Source: an optimization exercise on an open RTL-to-GDS flow (aim: a short achievable clock period and few clock cycles per item). Production flows keep margins and buffers that such runs may drop.
In this exercise RTL edits were held to simulation tests only and were not proved equivalent to the original.

## flow/design.v (module list and top-level ports; edited modules follow where they fit)
// module mg_a21oi: 3 lines
// module mg_inv: 3 lines
// module mg_nand2: 3 lines
// module mg_nor2: 3 lines
// module mg_o21ai: 3 lines
// module mg_xnor2: 3 lines
// module mg_xor2: 3 lines
// module array_multiplier: 3699 lines
module array_multiplier (
	input  logic        clk,
	input  logic        reset,
	input  logic        in_valid,
	input  logic [15:0] x,
	input  logic [15:0] y,
	output logic        product_valid,
	output logic [31:0] product
);
  // ...
==> flow/flow/run.sh <==
#!/bin/bash
# The standard layout (standard.sh: the standard flow's synthesis and ORFS flow), with one
# change: the buffers that buffer_ports puts on every input and output port
# are sky130_fd_sc_hd__buf_4 instead of the cell buffer_ports picks itself
# (a clkdlybuf4s50 delay cell), so that timing repair can size them within
# the buf_* family.  make's full output goes to flow_make.log.
set -euo pipefail
bash standard.sh "BUFFER_PORTS_ARGS=-buffer_cell sky130_fd_sc_hd__buf_4" finish > flow_make.log 2>&1
==> flow/standard.sh <==
#!/bin/bash
# synth_recipe.tcl (not shown) runs the flow's synth.tcl, then flattens the netlist and writes it again
# the make line also repeats each setting of config.mk as NAME=value (left out here)
make -C /OpenROAD-flow-scripts/flow DESIGN_CONFIG=/design/flow/config.mk WORK_HOME=/design/flow/orfs CLKGATE_MAP_FILE= SYNTH_SCRIPT=/design/flow/synth_recipe.tcl "${@:-finish}"
==> flow/config.mk <==
export PLATFORM = sky130hd
export DESIGN_NAME = array_multiplier
export DESIGN_NICKNAME = array_multiplier
export VERILOG_FILES = /design/flow/design.v
export SDC_FILE = /design/flow/constraint.sdc
export NUM_CORES = 4
export LEC_CHECK = 0
export CAP_MARGIN = 20
export CORE_MARGIN = 2
export CORE_UTILIZATION = 40
export SETUP_SLACK_MARGIN = 3.5
export SLEW_MARGIN = 20
export SYNTH_HIERARCHICAL = 1
==> flow/constraint.sdc <==
create_clock -name core_clock -period 6.0 [get_ports {clk}]
set_input_delay 1.2000 -clock core_clock [delete_from_list [all_inputs] [get_ports {clk}]]
set_output_delay 1.2000 -clock core_clock [all_outputs]
set_load 0.01 [all_outputs]
==> notes.md, run 1 <==
The flow ran to the end and the layout has no timing, DRC or antenna violations. The width of the chip was 186 microns; the routing usage on met1 was 26.6%. The post-detailed-route via-to-cell ratio is 4.62, and the synthesized-area fraction occupied by adder cells is 0%. Setup violations remaining at the end of the flow were counted as 0. For this run, design rule violations remaining after detail routing come to 0. The highest metal layer carrying signal wires in the routed design is met4.

The Yosys step of the flow raised 7 warnings. Ranked by total cell area, the synthesized netlist is headed by sky130_fd_sc_hd__dfxtp_1 (31%), sky130_fd_sc_hd__xor2_1 (29%), sky130_fd_sc_hd__nand2_1 (26%). Non-clock inverters in the final layout number 25.

In the detailed route, the total length drawn on met3 is 1.34 mm. Of the post-synthesis cell area, the dominant cell type holds 31.4%. STA puts the critical path data required time at 6.37 ns. TritonCTS built the clock tree. The tools report the arrival time of data at the critical path endpoint as 2.83 ns. After Yosys synthesis, and, or, nand and nor cells account for 28.7% of the synthesized area. In the finished layout, the clock tree contains a buffer count of 29.

In this run, the number of DRC markers left after iteration 0 of detailed routing was 600. The post-synthesis instance total was 1,854. The first-pass GRT wire length was 52.3 mm; the share of post-route cells with drive strength above 1 was 12.9%. The tightest min-delay check is of the reg2reg type. The detailed router put a total of 16.0 mm of wire on met1.

The clock slew seen by the registers of the worst setup and hold paths came out at 0.06 ns. Area fraction in compound gates after synthesis: 6.48%. In this design, the critical path's most frequently occurring cell is sky130_fd_sc_hd__nand2_1. Traced cell by cell, the critical path runs through buf_4, nand2_1, xnor2_2, xor2_1, xor2_2, nand2_1, a21oi_2, o21ai_1. Buffers added to address setup during post-CTS repair amount to 3. The die covers 34,400 sq um.

In this run the critical register-to-register path is launched from r1_n714$_DFF_P_. Summed over all layers, the routed wires come to 33.4 mm.
Testbench counts, summed over its fixed seeds: cycles 6,392, products 3,200.
==> run 2, diff against run 1 <==
==> flow/flow/run.sh (replaced) <==
#!/bin/bash
# The standard layout (standard.sh: the standard flow's synthesis and ORFS flow), with two
# changes to port buffering: buffer_ports puts sky130_fd_sc_hd__buf_4 on every
# input and output port instead of the cell it picks itself (a clkdlybuf4s50
# delay cell), and after global placement flow/inbuf.tcl makes the input
# ports' buffers buf_12, as each drives a wide fanout.  Timing repair may
# still resize them within the buf_* family.  make's full output goes to
# flow_make.log.
set -euo pipefail
bash standard.sh "BUFFER_PORTS_ARGS=-buffer_cell sky130_fd_sc_hd__buf_4" \
  "POST_GLOBAL_PLACE_TCL=$PWD/flow/inbuf.tcl" finish > flow_make.log 2>&1
==> flow/flow/inbuf.tcl (new file) <==
# POST_GLOBAL_PLACE hook: the buffers on the input ports each drive a wide
# fanout, so start them at buf_12 (timing repair may still resize them).
foreach port [get_ports *] {
  if { [get_property $port direction] != "input" } { continue }
  set net [get_nets -of_objects $port]
  if { $net == "" } { continue }
  foreach pin [get_pins -of_objects $net] {
    if { [get_property $pin direction] != "input" } { continue }
    set inst [get_cells -of_objects $pin]
    if { [string match "sky130_fd_sc_hd__buf_*" [get_property $inst ref_name]] } {
      replace_cell $inst sky130_fd_sc_hd__buf_12
    }
  }
}
==> run 2 against run 1 <==
Against the previous run:
- the run now fails in global placement
- synthesized area did not move
- synthesized cell count did not move
==> notes.md, run 2 <==
The cell area after synthesis is 13,200 sq um (unchanged). The main flop type after synthesis is sky130_fd_sc_hd__dfxtp_1 (unchanged). The area share of the leading cell type in the synthesized netlist was 31.4% (unchanged). The tools report the register area share after synthesis as 31.4% (unchanged). The site row count is 66 (unchanged), and the initial cell density of the core is 40.6% (unchanged). Last stage reached: global placement.

The most frequent cell after synthesis is sky130_fd_sc_hd__nand2_1 (unchanged). The flow did not finish. The vertical die dimension came out at 186 microns (unchanged).

Top cells by count, synth: sky130_fd_sc_hd__nand2_1 (920), sky130_fd_sc_hd__xor2_1 (431), sky130_fd_sc_hd__dfxtp_1 (207) (unchanged). The number of different library cells in the post-synthesis netlist was 10 (unchanged); the post-synthesis instance total was 1,854 (unchanged). The net count after synthesis is 1,889 (unchanged). The first error in the log reads "[ERROR STA-0100] unsupported object type Port". Share of synthesized flip-flops with an asynchronous set or reset: 0% (unchanged). The I/O pin count is 68 (unchanged). Area contributors post-synth: sky130_fd_sc_hd__dfxtp_1 (31%), sky130_fd_sc_hd__xor2_1 (29%), sky130_fd_sc_hd__nand2_1 (26%) (unchanged). The cell taking the most area after synthesis was sky130_fd_sc_hd__dfxtp_1 (unchanged). The synthesized area per cell was 7.11 sq um (unchanged). The number of buffers inserted by port buffering is 67 (unchanged), and the number of storage elements in the synthesis netlist is 207 (unchanged). The number of enable flip-flop cells after synthesis is 0 (unchanged), and the total number of yosys warnings is 7 (unchanged). The width of the chip is 186 microns (unchanged).
[run 2: cell counts after synthesis]
No cell type changed its count.
[run 2: cells by family after synthesis]
logic type	share of synthesized area (%)
simple gates	28.7
buf+inv	2.53
xor+xnor	30.8
compound gates	6.48
flops	31.4
[run 2: Yosys stat by module, one instance, submodules excluded, a selection]
module,times used,area [sq um]
mg_xor2,431,8.76
mg_a21oi,69,8.76
mg_inv,25,3.75
mg_xnor2,33,8.76
mg_nand2,920,3.75
mg_nor2,85,3.75
array_multiplier,1,4400
==> run 3, diff against run 2 <==
==> flow/flow/inbuf.tcl (replaced) <==
# POST_GLOBAL_PLACE hook: the buffers on the input ports each drive a wide
# fanout, so start them at buf_12 (timing repair may still resize them).
foreach bterm [[ord::get_db_block] getBTerms] {
  if { [$bterm getIoType] != "INPUT" } { continue }
  set net [$bterm getNet]
  if { $net == "NULL" } { continue }
  foreach iterm [$net getITerms] {
    set inst [$iterm getInst]
    if { [string match "sky130_fd_sc_hd__buf_*" [[$inst getMaster] getName]] } {
      replace_cell [$inst getName] sky130_fd_sc_hd__buf_12
    }
  }
}
==> run 3 against run 2 <==
Against the previous run:
- synthesized area did not move
- now clean on timing, DRC and antenna
- synthesized cell count unchanged
==> notes.md, run 3 <==
The final count of hold timing violations came out at 0. The top register by number of flip-flops is valid_pipe. With fillers left out, the area of the finished cells amounts to 15,500 sq um. The layer flagged by global routing as most heavily used is met2. After global routing the overflow that remains totals 0. For the required time of the critical path, the log shows 4.80 ns. The tools report the post-synthesis instance total as 1,854 (unchanged). On the critical path, the stage with the largest delay is an instance of sky130_fd_sc_hd__dfxtp_1.

Including well taps, the total number of placed cells is 2,331. The number of different library cells in the post-synthesis netlist was 10 (unchanged). The area fraction in compound gates after synthesis works out to 6.48% (unchanged). The area share of and/or/nand/nor cells after synthesis works out to 28.7% (unchanged). The I/O pin count was 68 (unchanged); the width of the chip was 186 microns (unchanged).

Worst-case setup slack after placement: 3.12 ns. Area contributors post-synth: sky130_fd_sc_hd__dfxtp_1 (31%), sky130_fd_sc_hd__xor2_1 (29%), sky130_fd_sc_hd__nand2_1 (26%) (unchanged). The share of post-route cells with drive strength above 1 was 11.6%; the number of enable flip-flop cells after synthesis was 0 (unchanged). Setup repair after global routing could not meet its margin everywhere. The tools report the number of remaining DRC errors as 0. Top cells by count, synth: sky130_fd_sc_hd__nand2_1 (920), sky130_fd_sc_hd__xor2_1 (431), sky130_fd_sc_hd__dfxtp_1 (207) (unchanged).

The tools report the register cell area after layout as 4150 sq um. The max-capacitance violation count was 0; the net count after synthesis was 1,889 (unchanged). The tools report the post-detailed-placement cell area as 14,400 sq um. The number of global-route vias before repair came out at 10.3k. For the number of hold buffers added after CTS, the log shows 0.

The die covers 34,400 sq um. TritonCTS built the clock tree. The cell at the root of the clock tree is sky130_fd_sc_hd__clkbuf_16. The final-layout fill cell count is 3,193. On the final layout, the worst hold slack is 0.327 ns.

Post-detailed-route via-to-cell ratio: 4.62. The share of synthesized flip-flops with an asynchronous set or reset was 0% (unchanged). The timing-limited maximum frequency came out at 412 MHz. The tools report the residual antenna-violating net count after detailed routing as 0.

The final worst slack is 3.57 ns, and the shortest period the worst path allows is 2.43 ns. The synthesized area per cell works out to 7.11 sq um (unchanged). The type of the worst setup path is reg2out. The aggregate routed wire length was 33.1 mm.

The cell taking the most area after synthesis is sky130_fd_sc_hd__dfxtp_1 (unchanged). The maximum fanout along the worst path works out to 1. The number of H-tree levels was 1.

The run gives 32.7% as the met2 track utilization from global routing. Accumulated negative setup slack: 0 ns. The number of buffers inserted by port buffering was 67 (unchanged); the total clock buffers created by CTS was 24. The total number of yosys warnings is 7 (unchanged).

The worst setup path is launched from a register. The run gives 13,200 sq um (unchanged) as the cell area after synthesis. The synthesized-area fraction occupied by adder cells is 0% (unchanged), and the initial cell density of the core is 40.6% (unchanged).

Combined global-route utilization of all metal layers: 19.5%. For the antenna diode count, the log shows 0. The run finished with no timing, DRC or antenna violations. The clock reaches the later pin of the worst-skew pair after 0.52 ns. On the worst path, the slowest cell contributes a delay of 0.32 ns. The logs give 31.4% (unchanged) for the register area share after synthesis and 52.4 mm for the first-pass GRT wire length.

The area added between synthesis and finish came out at 17.6%. The run gives 0 as the initial antenna violation count. The most frequent cell after synthesis was sky130_fd_sc_hd__nand2_1 (unchanged). After detailed routing, the average wire length per cell comes to 13.9 microns.

The dominant combinational cell family by area after synthesis was XOR/XNOR gates (unchanged). The final number of setup-violating endpoints is 0. The maximum number of pins on one net before global-route repair is 17. The most common cell after layout, fill and taps aside is sky130_fd_sc_hd__nand2_1.

The met3 track demand over resource in global routing is 2.27%, and the number of flip-flops in the largest register is 2. The path class of the tightest hold or removal check is reg2reg. The number of storage elements in the synthesis netlist came out at 207 (unchanged).

The logs give 26.5% for the routing usage on met1 and 66 (unchanged) for the site row count. Clock tree synthesis found a total of 207 sinks.

Traced cell by cell, the critical path runs through xnor2_2, buf_4. The area share of xor/xnor cells in the synthesized design works out to 30.8% (unchanged). The iteration-0 DRC count of the detailed router is 543. The mux share of post-synthesis cell area was 0% (unchanged).

The final critical path takes up 40.5% of the cycle. The core footprint is 32,500 sq um. The area taken by multi-input logic gates was 8940 sq um; the max-slew headroom at the worst pin was 68.8%. The detailed-router iteration count before antenna repair is 5, and the vertical die dimension is 186 microns (unchanged).

The number of max-slew violations in the final report is 0, and the clock slew seen by the registers of the worst setup and hold paths is 0.06 ns. The detailed placer's ending HPWL was 26.3 mm. For the worst setup path, the data arrival time is 1.23 ns. For the pin with the worst max-slew slack, the measured transition is 0.466 ns. Clock tree skew after final layout: 0.0192 ns. The number of nets in the final layout is 1,957. The kind of end point of the critical path was a primary output.

The routed layout has 11.0k vias. The run gives 2,381 as the count of placed standard cells in the final layout, fillers left out. The main flop type after synthesis was sky130_fd_sc_hd__dfxtp_1 (unchanged).

Leaving out fill and tap cells, the most frequent cells in the layout are sky130_fd_sc_hd__nand2_1 (911), sky130_fd_sc_hd__xor2_1 (411), sky130_fd_sc_hd__dfxtp_1 (205), sky130_fd_sc_hd__nor2_1 (78), sky130_fd_sc_hd__a21oi_2 (67). Area share of the leading cell type in the synthesized netlist: 31.4% (unchanged). Deepest clock path buffer count: 3.
-- run 3: Yosys stat by module (local to each module, per instance) --
module / flops+latches / times used / cell area, sq um
array_multiplier: 207 / 1 / 4400
mg_a21oi: 0 / 69 / 8.76
mg_xnor2: 0 / 33 / 8.76
mg_xor2: 0 / 431 / 8.76
mg_o21ai: 0 / 50 / 5.00
mg_inv: 0 / 25 / 3.75
mg_nand2: 0 / 920 / 3.75
mg_nor2: 0 / 85 / 3.75
-- run 3: layer usage --
metal,vias up,wire [microns]
li1,5823,-
met3,54,1210
met2,189,15000
met4,0,731
met5,-,0
met1,4940,16200
-- run 3: final timing paths --
path / to / start / cells after the start / slack (ns)
max: product[20] / r2_n1603$_DFF_P_ / 2 / 3.57
min: r2_n1621$_DFF_P_ / r1_n1621$_DFF_P_ / 0 / 0.33
max reg2reg: r2_n1604$_DFF_P_ / r1_n955$_DFF_P_ / 12 / 3.62
min reg2reg: r2_n1621$_DFF_P_ / r1_n1621$_DFF_P_ / 0 / 0.33
-- run 3: what timing repair did --
| action | 4_1_cts | 5_1_grt |
|---|---|---|
| pin swaps | 6 | 18 |
| setup buffers | 3 | 4 |
| endpoints found under the setup margin | 13 | 19 |
| gates resized for setup | 4 | 39 |
-- run 3: logic make-up after synthesis --
logic type | count (synthesis)
simple gates | 1007
xor+xnor | 464
flops | 207
compound gates | 119
buf+inv | 57
-- run 3: cell type report --
type                       count  area share (%)
multi-input combinational   1590            57.7
sequential                   207            26.7
timing repair buffer          74            6.33
clock buffer                  28            4.04
tap                          442            3.57
clock inverter                15            1.06
inverter                      25           0.605
-- run 3: through the flow --
stage	util (%)
floorplan	-
global placement	43.1
detailed placement	44.5
CTS	47.1
global route	47.8
finish	47.8
-- run 3: critical path: cells and delay by family, from the launching register on --
kind	cells	cell delay (ns)
xor+xnor	1	0.22
buf+inv	1	0.17
flops	1	0.32
==> run 4, diff against run 3 <==
--- a/flow/config.mk
+++ b/flow/config.mk
@@ -8,6 +8,6 @@
 export CAP_MARGIN = 20
 export CORE_MARGIN = 2
 export CORE_UTILIZATION = 40
-export SETUP_SLACK_MARGIN = 3.5
+export SETUP_SLACK_MARGIN = 3.6
 export SLEW_MARGIN = 20
 export SYNTH_HIERARCHICAL = 1
==> run 4 against run 3 <==
Against the previous run:
- still clean
- clock skew increased by 0.0075 ns
- synthesized cell count unchanged
- critical path depth unchanged
- flip-flop and latch count unchanged
- critical path type unchanged
- largest cell class unchanged
- highest routed layer unchanged
==> notes.md, run 4 <==
The run finished with no timing, DRC or antenna violations. The share of the cycle needed by the critical path after routing came out at 40.4% (was 40.5%). Area contributors post-synth: sky130_fd_sc_hd__dfxtp_1 (31%), sky130_fd_sc_hd__xor2_1 (29%), sky130_fd_sc_hd__nand2_1 (26%) (unchanged). Net count after synthesis: 1,889 (unchanged). The tools report the start point of the critical path as r2_n1367$_DFF_P_ (was r2_n1603$_DFF_P_). The cell taking the most area after synthesis is sky130_fd_sc_hd__dfxtp_1 (unchanged).

The tools report the total number of yosys warnings as 7 (unchanged). Area share of and/or/nand/nor cells after synthesis: 28.7% (unchanged). The synthesized-area fraction occupied by adder cells came out at 0% (unchanged). The number of different library cells in the post-synthesis netlist came out at 10 (unchanged). For the count of placed standard cells in the final layout, fillers left out, the log shows 2,390 (was 2,381).

The tools report the critical path startpoint category as a register (unchanged). Area share of xor/xnor cells in the synthesized design: 30.8% (unchanged). The deepest clock path buffer count was 3 (unchanged); the number of nets in the final layout was 1,965 (was 1,957).

Synthesized area per cell: 7.11 sq um (unchanged). The mux share of post-synthesis cell area works out to 0% (unchanged). The tools report the final-layout fill cell count as 3,206 (was 3,193). The run gives 2,331 (unchanged) as the placed cell count.

The tools report the maximum number of pins on one net before global-route repair as 17 (unchanged). Most common cell after layout, fill and taps aside: sky130_fd_sc_hd__nand2_1 (unchanged). The sink count of the clock tree is 207 (unchanged). The number of cells on the worst reg-to-reg path works out to 14 (was 12). The width of the chip came out at 186 microns (unchanged). Overflow left after global routing: 0 (unchanged). The kind of end point of the critical path is a primary output (unchanged). For the reg2reg setup slack, the log shows 3.60 ns (was 3.62 ns). The tools report the site row count as 66 (unchanged).

Maximum fanout along the worst path: 1 (unchanged). The residual antenna-violating net count after detailed routing is 0 (unchanged), and the accumulated negative setup slack is 0 ns (unchanged). The run gives 480 (was 543) as the iteration-0 DRC count of the detailed router. The run gives 0 (unchanged) as the number of remaining DRC errors. Cell at the root of the clock tree: sky130_fd_sc_hd__clkbuf_16 (unchanged). The area enclosed by the die boundary is 34,400 sq um (unchanged). For the arrival time of data at the critical path endpoint, the log shows 1.22 ns (was 1.23 ns). Path class of the lowest-slack min-delay path: reg2reg (unchanged). The clock slew seen by the registers of the worst setup and hold paths is 0.06 ns (about the same). The run gives 32,500 sq um (unchanged) as the core footprint. The combined global-route utilization of all metal layers came out at 20.5% (was 19.5%). The required time of the critical path was 4.80 ns (about the same); the number of buffers inserted by port buffering was 67 (unchanged). The detailed placer's ending HPWL came out at 26.6 mm (was 26.3 mm). The number of H-tree levels is 1 (unchanged). The cell area after synthesis was 13,200 sq um (unchanged); the area added between synthesis and finish was 22.4% (was 17.6%). The tools report the source-to-sink clock delay at the later pin of the worst-skew pair as 0.54 ns (was 0.52 ns). Total clock buffers created by CTS: 25 (was 24). Top cells by count, synth: sky130_fd_sc_hd__nand2_1 (920), sky130_fd_sc_hd__xor2_1 (431), sky130_fd_sc_hd__dfxtp_1 (207) (unchanged).

The share of synthesized flip-flops with an asynchronous set or reset works out to 0% (unchanged). The timing-limited maximum frequency is 413 MHz (was 412 MHz), and the first-pass GRT wire length is 55.0 mm (was 52.4 mm). Setup repair after global routing could not meet its margin everywhere.

The share of post-route cells with drive strength above 1 works out to 16.2% (was 11.6%). TritonCTS built the clock tree. The destination of the critical timing path was product[20] (unchanged). The initial antenna violation count is 0 (unchanged). The run gives 0 (unchanged) as the final count of hold timing violations.

The final number of setup-violating endpoints was 0 (unchanged); the number of global-route vias before repair was 10.6k (was 10.3k). The number of hold buffers added after CTS is 0 (unchanged). Most used cells in the layout excluding fill and tap cells: sky130_fd_sc_hd__nand2_1 (888), sky130_fd_sc_hd__xor2_1 (377), sky130_fd_sc_hd__dfxtp_1 (195), sky130_fd_sc_hd__nor2_1 (76), sky130_fd_sc_hd__a21oi_2 (67) (was sky130_fd_sc_hd__nand2_1 (911), sky130_fd_sc_hd__xor2_1 (411), sky130_fd_sc_hd__dfxtp_1 (205), sky130_fd_sc_hd__nor2_1 (78), sky130_fd_sc_hd__a21oi_2 (67)).

The number of flip-flops in the largest register is 2 (unchanged), and the post-synthesis instance total is 1,854 (unchanged). The type of the worst setup path is reg2out (unchanged). The shortest period the worst path allows works out to 2.42 ns (was 2.43 ns).

The tools report the detailed-router iteration count before antenna repair as 5 (unchanged). The number of enable flip-flop cells after synthesis is 0 (unchanged). The max-capacitance violation count came out at 0 (unchanged). The post-detailed-route via-to-cell ratio came out at 4.65 (was 4.62).

Clock tree skew after final layout: 0.0267 ns (was 0.0192 ns). The main flop type after synthesis was sky130_fd_sc_hd__dfxtp_1 (unchanged). The most frequent cell after synthesis was sky130_fd_sc_hd__nand2_1 (unchanged). The max-slew headroom at the worst pin was 64.6% (was 68.8%).

The aggregate routed wire length was 35.0 mm (was 33.1 mm). Area fraction in compound gates after synthesis: 6.48% (unchanged). Dominant combinational cell family by area after synthesis: XOR/XNOR gates (unchanged). The antenna diode count is 0 (unchanged), and the register area share after synthesis is 31.4% (unchanged).

The run gives 68 (unchanged) as the I/O pin count. The top register by number of flip-flops was valid_pipe (unchanged). The launch point of the worst reg-to-reg path is r1_n945$_DFF_P_ (was r1_n955$_DFF_P_). The average wire per standard cell was 14.6 microns (was 13.9 microns). The vertical die dimension was 186 microns (unchanged); the area share of the leading cell type in the synthesized netlist was 31.4% (unchanged). The number of storage elements in the synthesis netlist is 207 (unchanged). The capture instance of the worst register-to-register path was r2_n1617$_DFF_P_ (was r2_n1604$_DFF_P_). The transition time of the tightest slew-check pin works out to 0.529 ns (was 0.466 ns). For the number of max-slew violations in the final report, the log shows 0 (unchanged). The tools report the overall via count from detail_route as 11.1k (was 11.0k). The initial cell density of the core is 40.6% (unchanged).
-- run 4: cell count changes in the layout (fill, tap and decap cells not counted), sizes merged --
cell      change
clkinv        -4
clkinvlp      +2
clkbuf        +4
buf           +7
-- run 4: routing by layer --
layer	up-vias	track usage, %	wire [microns]
met1	5001	27.1	16300
met3	52	2.54	1690
met5	-	0	0
met4	0	5.39	834
met2	247	35.4	16200
li1	5817	-	-
-- run 4: worst min-delay path by stage --
| stage | cells after the start | startpoint | endpoint | slack (ns) |
|---|---|---|---|---|
| 2_1_floorplan | 0 | r1_n1309$_DFF_P_ | r2_n1309$_DFF_P_ | 0.31 |
| 3_3_place_gp | 0 | r1_n1620$_DFF_P_ | r2_n1620$_DFF_P_ | 0.31 |
| 3_5_place_dp | 0 | r1_n1621$_DFF_P_ | r2_n1621$_DFF_P_ | 0.31 |
| 4_1_cts | 0 | r1_n1621$_DFF_P_ | r2_n1621$_DFF_P_ | 0.33 |
| 5_1_grt | 0 | r1_n1394$_DFF_P_ | r2_n1394$_DFF_P_ | 0.34 |
| 6_report | 0 | r1_n1621$_DFF_P_ | r2_n1621$_DFF_P_ | 0.32 |
-- run 4: through the flow --
| stage | hold WS [ns] | cell area [sq um] | utilization [%] | setup WS [ns] |
|---|---|---|---|---|
| after detailed placement | 0.312 | 14600 | 45.1 | 3.19 |
| after floorplan | 0.310 | 13400 | - | 3.56 |
| final | 0.325 | 16100 | 49.7 | 3.58 |
| after CTS | 0.325 | 15600 | 48.2 | 3.52 |
| after global routing | 0.336 | 16100 | 49.7 | 3.44 |
| after global placement | 0.311 | 14200 | 43.8 | 3.04 |
-- run 4: worst max-delay path: stages, from the launching register on --
cell,delay (ns)
sky130_fd_sc_hd__dfxtp_2,0.32
sky130_fd_sc_hd__xnor2_2,0.20
sky130_fd_sc_hd__buf_4,0.16
-- run 4: area by class of cell --
cell class / count / area [sq um] / share of cell area (%)
Multi-Input combinational cell: 1590 / 9440 / 58.5
Clock buffer: 32 / 702 / 4.35
Inverter: 25 / 93.8 / 0.582
Timing Repair Buffer: 81 / 1030 / 6.41
Sequential cell: 207 / 4160 / 25.8
Tap cell: 442 / 553 / 3.43
Clock inverter: 13 / 153 / 0.946
-- run 4: kinds of logic (layout without fill, tap and decap cells) --
group	Yosys count	count (layout)
AO/OA/AOI/OAI	119	119
XOR/XNOR	464	464
buffers and inverters	57	151
flip-flops	207	207
AND/OR/NAND/NOR	1007	1007
-- run 4: what timing repair did --
action,CTS,global route
gates cloned,0,0
endpoints found under the setup margin,18,31
resized for setup,15,84
setup buffers,6,8
pin swaps,11,36
-- run 4: Yosys stat by module (local to each module, per instance), excerpt --
module	times used	area, sq um
mg_a21oi	69	8.76
mg_nand2	920	3.75
mg_o21ai	50	5.00
mg_xor2	431	8.76
array_multiplier	1	4400
mg_xnor2	33	8.76
mg_inv	25	3.75
==> run 5, diff against run 4 <==
--- a/flow/config.mk
+++ b/flow/config.mk
@@ -8,6 +8,6 @@
 export CAP_MARGIN = 20
 export CORE_MARGIN = 2
 export CORE_UTILIZATION = 40
-export SETUP_SLACK_MARGIN = 3.6
+export SETUP_SLACK_MARGIN = 3.7
 export SLEW_MARGIN = 20
 export SYNTH_HIERARCHICAL = 1
==> run 5 against run 4 <==
Against the previous run:
- hold slack improved by 0.0016 ns
- via count up 4.7%
- still clean
==> notes.md, run 5 <==
The run finished with no timing, DRC or antenna violations. Kind of end point of the critical path: a primary output (unchanged). The most frequent cell after synthesis was sky130_fd_sc_hd__nand2_1 (unchanged).

The number of hold buffers added after CTS came out at 0 (unchanged). The number of storage elements in the synthesis netlist was 207 (unchanged). Timing-limited maximum frequency: 413 MHz (about the same). Number of remaining DRC errors: 0 (unchanged).

The type of the worst setup path is reg2out (unchanged). Main flop type after synthesis: sky130_fd_sc_hd__dfxtp_1 (unchanged). The width of the chip is 186 microns (unchanged), and the number of cells on the worst reg-to-reg path is 13 (was 14). The top register by number of flip-flops was valid_pipe (unchanged). The maximum fanout along the worst path was 1 (unchanged).

The core footprint was 32,500 sq um (unchanged). The detailed-router iteration count before antenna repair was 5 (unchanged). The post-synthesis instance total is 1,854 (unchanged), and the vertical die dimension is 186 microns (unchanged). The average wire per standard cell works out to 15.5 microns (was 14.6 microns). The site row count was 66 (unchanged). The number of enable flip-flop cells after synthesis came out at 0 (unchanged).

The most common cell after layout, fill and taps aside was sky130_fd_sc_hd__nand2_1 (unchanged). The share of post-route cells with drive strength above 1 is 30.8% (was 16.2%). The overflow left after global routing was 0 (unchanged). The path class of the lowest-slack min-delay path is reg2reg (unchanged). The cell taking the most area after synthesis was sky130_fd_sc_hd__dfxtp_1 (unchanged).

Setup repair after global routing could not meet its margin everywhere. The overall via count from detail_route is 11.6k (was 11.1k). The area share of the leading cell type in the synthesized netlist was 31.4% (unchanged). Most used cells in the layout excluding fill and tap cells: sky130_fd_sc_hd__nand2_1 (800), sky130_fd_sc_hd__xor2_1 (276), sky130_fd_sc_hd__dfxtp_1 (183), sky130_fd_sc_hd__xor2_2 (144), sky130_fd_sc_hd__buf_4 (112) (was sky130_fd_sc_hd__nand2_1 (888), sky130_fd_sc_hd__xor2_1 (377), sky130_fd_sc_hd__dfxtp_1 (195), sky130_fd_sc_hd__nor2_1 (76), sky130_fd_sc_hd__a21oi_2 (67)). Max-capacitance violation count: 0 (unchanged).

TritonCTS built the clock tree. Area contributors post-synth: sky130_fd_sc_hd__dfxtp_1 (31%), sky130_fd_sc_hd__xor2_1 (29%), sky130_fd_sc_hd__nand2_1 (26%) (unchanged). The number of max-slew violations in the final report was 0 (unchanged). Top cells by count, synth: sky130_fd_sc_hd__nand2_1 (920), sky130_fd_sc_hd__xor2_1 (431), sky130_fd_sc_hd__dfxtp_1 (207) (unchanged). The final hold slack is 0.326 ns (was 0.325 ns). The share of the cycle needed by the critical path after routing is 40.4% (about the same), and the max-slew headroom at the worst pin is 73.0% (was 64.6%). The final count of hold timing violations was 0 (unchanged); the transition time of the tightest slew-check pin was 0.403 ns (was 0.529 ns). The iteration-0 DRC count of the detailed router came out at 492 (was 480). For the residual antenna-violating net count after detailed routing, the log shows 0 (unchanged). The area of all placed cells without fillers was 19,200 sq um (was 16,100 sq um); the total clock buffers created by CTS was 23 (was 25).

The post-detailed-placement cell area was 15,700 sq um (was 14,600 sq um); the number of nets in the final layout was 2,056 (was 1,965). The clock slew seen by the registers of the worst setup and hold paths was 0.06 ns (about the same); the net count after synthesis was 1,889 (unchanged). The run gives 2,478 (was 2,390) as the count of placed standard cells in the final layout, fillers left out. The number of global-route vias before repair came out at 10.7k (was 10.6k). The initial antenna violation count was 0 (unchanged). Area added between synthesis and finish: 45.9% (was 22.4%). The arrival time of data at the critical path endpoint is 1.22 ns (about the same), and the required time of the critical path is 4.80 ns (about the same). The synthesized area per cell works out to 7.11 sq um (unchanged). Register area share after synthesis: 31.4% (unchanged).

The final number of setup-violating endpoints was 0 (unchanged); the initial cell density of the core was 40.6% (unchanged). The number of flip-flops in the largest register was 2 (unchanged); the cell area after synthesis was 13,200 sq um (unchanged). The clock tree skew after final layout was 0.0278 ns (was 0.0267 ns); the number of stages on the worst hold path was 0 (unchanged).

The tools report the sink count of the clock tree as 207 (unchanged). The run gives 0 ns (unchanged) as the accumulated negative setup slack. The tools report the critical path startpoint category as a register (unchanged).

The placed cell count is 2,331 (unchanged). The number of different library cells in the post-synthesis netlist was 10 (unchanged); the first-pass GRT wire length was 55.6 mm (was 55.0 mm). The deepest clock path buffer count came out at 3 (unchanged). The share of synthesized flip-flops with an asynchronous set or reset was 0% (unchanged).

The I/O pin count was 68 (unchanged); the detailed placer's ending HPWL was 26.4 mm (was 26.6 mm). The post-detailed-route via-to-cell ratio is 4.70 (was 4.65). The run gives 20.9% (was 20.5%) as the combined global-route utilization of all metal layers.

The logs give 0.53 ns (was 0.54 ns) for the source-to-sink clock delay at the later pin of the worst-skew pair and 17 (unchanged) for the maximum number of pins on one net before global-route repair. The number of buffers inserted by port buffering was 67 (unchanged); the number of H-tree levels was 1 (unchanged). The run gives 7 (unchanged) as the total number of yosys warnings. The cell at the root of the clock tree was sky130_fd_sc_hd__clkbuf_16 (unchanged). The shortest period the worst path allows came out at 2.42 ns (about the same).

The aggregate routed wire length is 38.3 mm (was 35.0 mm). Area enclosed by the die boundary: 34,400 sq um (unchanged). The logs give 2,793 (was 3,206) for the final-layout fill cell count and 0 (unchanged) for the antenna diode count.
run 5: modules after synthesis (local to each module, per instance):
| module | area [sq um] | cells | times used | flops+latches |
|---|---|---|---|---|
| mg_nor2 | 3.75 | 1 | 85 | 0 |
| mg_xor2 | 8.76 | 1 | 431 | 0 |
| mg_xnor2 | 8.76 | 1 | 33 | 0 |
| mg_inv | 3.75 | 1 | 25 | 0 |
| array_multiplier | 4400 | 241 | 1 | 207 |
| mg_a21oi | 8.76 | 1 | 69 | 0 |
| mg_o21ai | 5.00 | 1 | 50 | 0 |
| mg_nand2 | 3.75 | 1 | 920 | 0 |
run 5: worst max-delay path: stages, from the launching register on:
cell	delay, ns
sky130_fd_sc_hd__dfxtp_2	0.34
sky130_fd_sc_hd__xnor2_4	0.21
sky130_fd_sc_hd__buf_6	0.13
run 5: layout make-up:
class	instances	area, sq um	share of cell area [%]
multi-input combinational	1590	11500	59.6
sequential	207	4190	21.8
timing repair buffer	174	2210	11.5
clock buffer	28	604	3.14
tap	442	553	2.88
clock inverter	12	128	0.664
inverter	25	93.8	0.488
run 5: metrics by stage:
| stage | utilization (%) | setup slack [ns] |
|---|---|---|
| detailed placement | 48.3 | 3.12 |
| finish | 59.3 | 3.58 |
| CTS | 52.5 | 3.55 |
| global placement | 47.0 | 2.90 |
| global route | 59.3 | 3.51 |
| floorplan | - | 3.56 |
run 5: cells by family after synthesis:
group                     after synthesis  synth area share, %
AOI/OAI and AO/OA                     119                 6.48
xor gates and xnor gates              464                 30.8
DFF                                   207                 31.4
and+or+nand+nor                      1007                 28.7
buffers and inverters                  57                 2.53
run 5: repair_timing:
action                     in CTS  in global routing
buffers inserted               36                 67
gates resized for setup        60                243
gates cloned                    0                  4
pin swaps                      42                128
setup endpoints to repair      34                 80
run 5: worst paths after layout:
path,startpoint,slack (ns),to
hold reg to reg,r1_n1619$_DFF_P_,0.33,r2_n1619$_DFF_P_
hold / removal,r1_n1619$_DFF_P_,0.33,r2_n1619$_DFF_P_
setup / recovery,r2_n1361$_DFF_P_,3.58,product[18]
setup reg to reg,r1_n945$_DFF_P_,3.62,r2_n1610$_DFF_P_
run 5: metal layers:
metal	part of all wire (%)	global-route usage, %	up-vias
li1	-	-	5908
met1	45	28.7	5410
met2	48	35.2	260
met3	4.8	2.05	63
met4	2.4	5.45	0
met5	0	0	-

-- what the ideal ports hide --
No port has a modelled driver above. Below, the same layouts with a new extraction and two added sets of constraints.
Step 1 (the two cells are an assumption about what drives the block):
set clk [get_ports {clk}]
set_driving_cell -lib_cell sky130_fd_sc_hd__clkbuf_16 $clk
set_driving_cell -lib_cell sky130_fd_sc_hd__buf_2 [delete_from_list [all_inputs] $clk]
Step 2 adds t to the input delays and takes it off the output delays; t is the mean of the earliest and latest rising clock arrival at the registers after step 1. Input paths then give back, and output paths get back, about the clock's delay inside the block.
Three values: ideal, step 1, step 2; two values: the first two.
run	t, ns	slack for setup (ns)	worst slew at a driven data input, ns	cell pins on the clock port's net
run 1	0.550	3.539 / 3.545 / 3.011	0.05	1
run 3	0.559	3.571 / 3.523 / 3.037	0.08	1
run 4	0.576	3.579 / 3.532 / 3.103	0.07	1
run 5	0.567	3.576 / 3.526 / 3.048	0.20	1
After both steps every run listed still meets setup and hold. The setup slack of run 3, which loses most, moves by -0.048 ns with the drivers and by -0.534 ns with both steps.
